This is an optimization exercise on Yosys and OpenROAD, whose aim is small area and a short achievable clock period, not a production implementation. In this exercise RTL edits were held to simulation tests only and were not proved equivalent to the original.

## run A
## slave_clock_hand_positioner
module slave_clock_hand_positioner (
	input  logic        clk,
	input  logic        arst_n,
	input  logic        s_axis_tvalid,
	output logic        s_axis_tready,
	input  logic [23:0] s_axis_tdata,
	input  logic [2:0]  s_axis_tuser,
	output logic        m_axis_tvalid,
	input  logic        m_axis_tready,
	output logic [31:0] m_axis_tdata,
	input  logic        cfg_valid,
	output logic        cfg_ready,
	input  logic [1:0]  cfg_index,
	input  logic [15:0] cfg_data
);
	logic        motor_block;
	logic [17:0] k1;
	logic [19:0] k3;
	logic [25:0] res;
	logic        out_valid_q;
	logic        in_accept;
	assign cfg_ready = 1'b1;
	schp_cfg_regs u_cfg (
		.clk            (clk),
		.arst_n         (arst_n),
		.wr_en          (cfg_valid),
		.wr_index       (cfg_index),
		.wr_data        (cfg_data),
		.motor_block    (motor_block),
		.k1             (k1),
		.k3             (k3)
	);
	assign s_axis_tready = !out_valid_q || m_axis_tready;
  ...
Size in the first run: ~1200 cells after synthesis, roughly 97 flip-flops, roughly 0.011 mm^2 of cells after synthesis.
==> flow/config.mk <==
export PLATFORM = sky130hd
export DESIGN_NAME = slave_clock_hand_positioner
export DESIGN_NICKNAME = slave_clock_hand_positioner
export VERILOG_FILES = /design/flow/design.v
export SDC_FILE = /design/flow/constraint.sdc
export NUM_CORES = 4
export LEC_CHECK = 0
export CAP_MARGIN = 20
export CORE_MARGIN = 2
export CORE_UTILIZATION = 40
export SLEW_MARGIN = 20
==> flow/constraint.sdc <==
create_clock -name core_clock -period 18.0 [get_ports {clk}]
set_input_delay 3.6000 -clock core_clock [delete_from_list [all_inputs] [get_ports {clk}]]
set_output_delay 3.6000 -clock core_clock [all_outputs]
set_load 0.01 [all_outputs]
standard.sh (not shown) runs the stock make flow with config.mk's settings and CLKGATE_MAP_FILE= SYNTH_SCRIPT=/design/flow/synth_recipe.tcl, a recipe that flattens the netlist after the stock synthesis.
==> flow/flow/run.sh <==
#!/bin/bash
# Standard layout, with timing repair aiming for extra setup slack at the design's clock.
set -euo pipefail
export SETUP_SLACK_MARGIN=9.5
bash standard.sh > standard.log 2>&1
The inputs of run B differ from those of run A as listed below.
-- flow/flow/run.sh --
<<< run A, line 4
export SETUP_SLACK_MARGIN=9.5
>>> run B, line 4
export SETUP_SLACK_MARGIN=9
--- outcome ---
In the reports for run A and run B, the larger met3 wire length belongs to run A. Global-route wire length before repair on run B is ahead of run A. Diff run A -> run B | depth of the worst register-to-register path | decrease of 8.3%. Looking at fraction of area in multi-input gates, run B sits above run A. Run B vs. run A: critical path depth fell 3; fraction of the core area covered by cells at the end of the flow saw a decrease; number of global-route vias before repair lost about 2%. Data-path buffer share of cell area in the final layout, run A and run B: higher on run A.
[inputs] run C vs run B
-- flow/flow/run.sh --
<<< run B, line 4
export SETUP_SLACK_MARGIN=9
>>> run C, line 4
export SETUP_SLACK_MARGIN=10
Findings:
Higher sum of met3 wire segment lengths after detailed routing goes to run C over run B.
Changes observed in run C relative to run B: first-pass detailed-route iteration total decreased 11, first-pass GRT wire length increased about 4.5%, synthesized-area fraction occupied by ao, oa, aoi and oai cells essentially unchanged, global-route usage increased 0.97 points.
Detailed-route wire length per cell, run C and run B: larger value in run C
The inputs of run D differ from those of run C as listed below.
-- flow/flow/run.sh --
<<< run C, line 4
export SETUP_SLACK_MARGIN=10
>>> run D, line 4
export SETUP_SLACK_MARGIN=9.5
-- flow/config.mk --
<<< run C, line 8
>>> run D, line 8
export ABC_AREA = 1
Notes after the runs:
- Run D | status: complete | timing, DRC, antenna: pass
- Compared with run C, run D shows a higher placer congestion estimate.
- Looking at buffering overhead, run D sits 2.3 points lower than run C does.
- Total length of routed wires of run D exceeds that of run C by a few percent.
- Of the two values seen for highest-delay cell along the critical path, clkdlybuf4s50_1 was produced by run D and fa_1 by run C.
- | die width | run D vs run C | ≈ equal |
- Looking only at buffer count excluding the clock tree in the final layout, and setting everything else aside, the higher value of run C and run D goes to run C.
- Share of cell area taken by muxes after synthesis: run D < run C
- | final area | run D vs run C | 2.7% lower |
- From run C to run D the numbers moved as follows: utilization now sits lower; standard cell area after detailed placement dropped 110 um^2; relative area change from synthesis to final layout moved down.

* * *

Another version of the RTL of slave_clock_hand_positioner (not shown whole).
For scale: about 110 flip-flops, about 85 I/O pins, roughly 11000 sq um of cells after synthesis.
==> flow/config.mk <==
export PLATFORM = sky130hd
export DESIGN_NAME = slave_clock_hand_positioner
export DESIGN_NICKNAME = slave_clock_hand_positioner
export VERILOG_FILES = /design/flow/design.v
export SDC_FILE = /design/flow/constraint.sdc
export NUM_CORES = 4
export LEC_CHECK = 0
export ABC_AREA = 1
export CAP_MARGIN = 20
export CORE_MARGIN = 2
export CORE_UTILIZATION = 55
export PLACE_DENSITY = 0.75
export SLEW_MARGIN = 20
==> flow/constraint.sdc <==
create_clock -name core_clock -period 18.0 [get_ports {clk}]
set_input_delay 3.6000 -clock core_clock [delete_from_list [all_inputs] [get_ports {clk}]]
set_output_delay 3.6000 -clock core_clock [all_outputs]
set_load 0.01 [all_outputs]
==> flow/flow/run.sh <==
#!/bin/bash
# Standard layout, with port buffers of a faster cell and timing repair aiming for extra
# setup slack at the design's clock.
set -euo pipefail
export SETUP_SLACK_MARGIN=10.7
export BUFFER_PORTS_ARGS="-buffer_cell sky130_fd_sc_hd__buf_1"
bash standard.sh > standard.log 2>&1
Change:
--- a/flow/flow/run.sh
+++ b/flow/flow/run.sh
@@ -3,5 +3,5 @@
 # setup slack at the design's clock.
 set -euo pipefail
-export SETUP_SLACK_MARGIN=10.7
+export SETUP_SLACK_MARGIN=10.4
 export BUFFER_PORTS_ARGS="-buffer_cell sky130_fd_sc_hd__buf_1"
 bash standard.sh > standard.log 2>&1
--- a/flow/config.mk
+++ b/flow/config.mk
@@ -9,5 +9,5 @@
 export CAP_MARGIN = 20
 export CORE_MARGIN = 2
-export CORE_UTILIZATION = 55
-export PLACE_DENSITY = 0.75
+export CORE_UTILIZATION = 65
+export PLACE_DENSITY = 0.8
 export SLEW_MARGIN = 20
=> The new run finished with timing, DRC and antenna clean. Sequential share of layout area increases by 0.10 points. Core utilization increases by 11 points.

-- what the ideal ports hide --
The results above use ideal ports. As a check the final layouts listed here were re-extracted and re-timed, cells and wires unchanged. Step 1 assumes that a clkbuf_16 drives the clock port and a buf_2 every other input. Step 2 adds t to the input delays and takes it off the output delays; t is the mean of the earliest and latest rising clock arrival at the registers after step 1. Input paths then give back, and output paths get back, about the clock's delay inside the block. Slacks: ideal ports / drivers / drivers and shift; pairs: ideal ports / drivers.
run | t (ns) | slack for setup (ns) | hold slack, ns
run A | 0.393 | 9.352 / 9.305 / 9.502 | 0.507 / 0.507 / 0.507
run B | 0.393 | 9.156 / 9.108 / 9.406 | 0.507 / 0.507 / 0.507
run C | 0.382 | 9.315 / 9.273 / 9.654 | 0.511 / 0.511 / 0.511
run D | 0.387 | 9.673 / 9.651 / 9.651 | 0.486 / 0.486 / 0.486
the first run of note 2 | 0.394 | 10.499 / 10.458 / 10.494 | 0.487 / 0.487 / 0.487
the second run of note 2 | 0.391 | 10.413 / 10.371 / 10.358 | 0.489 / 0.489 / 0.489
After both steps every run listed still meets setup and hold. The setup slack of the second run of note 2, which loses most, moves by -0.042 ns with the drivers and by -0.055 ns with both steps.
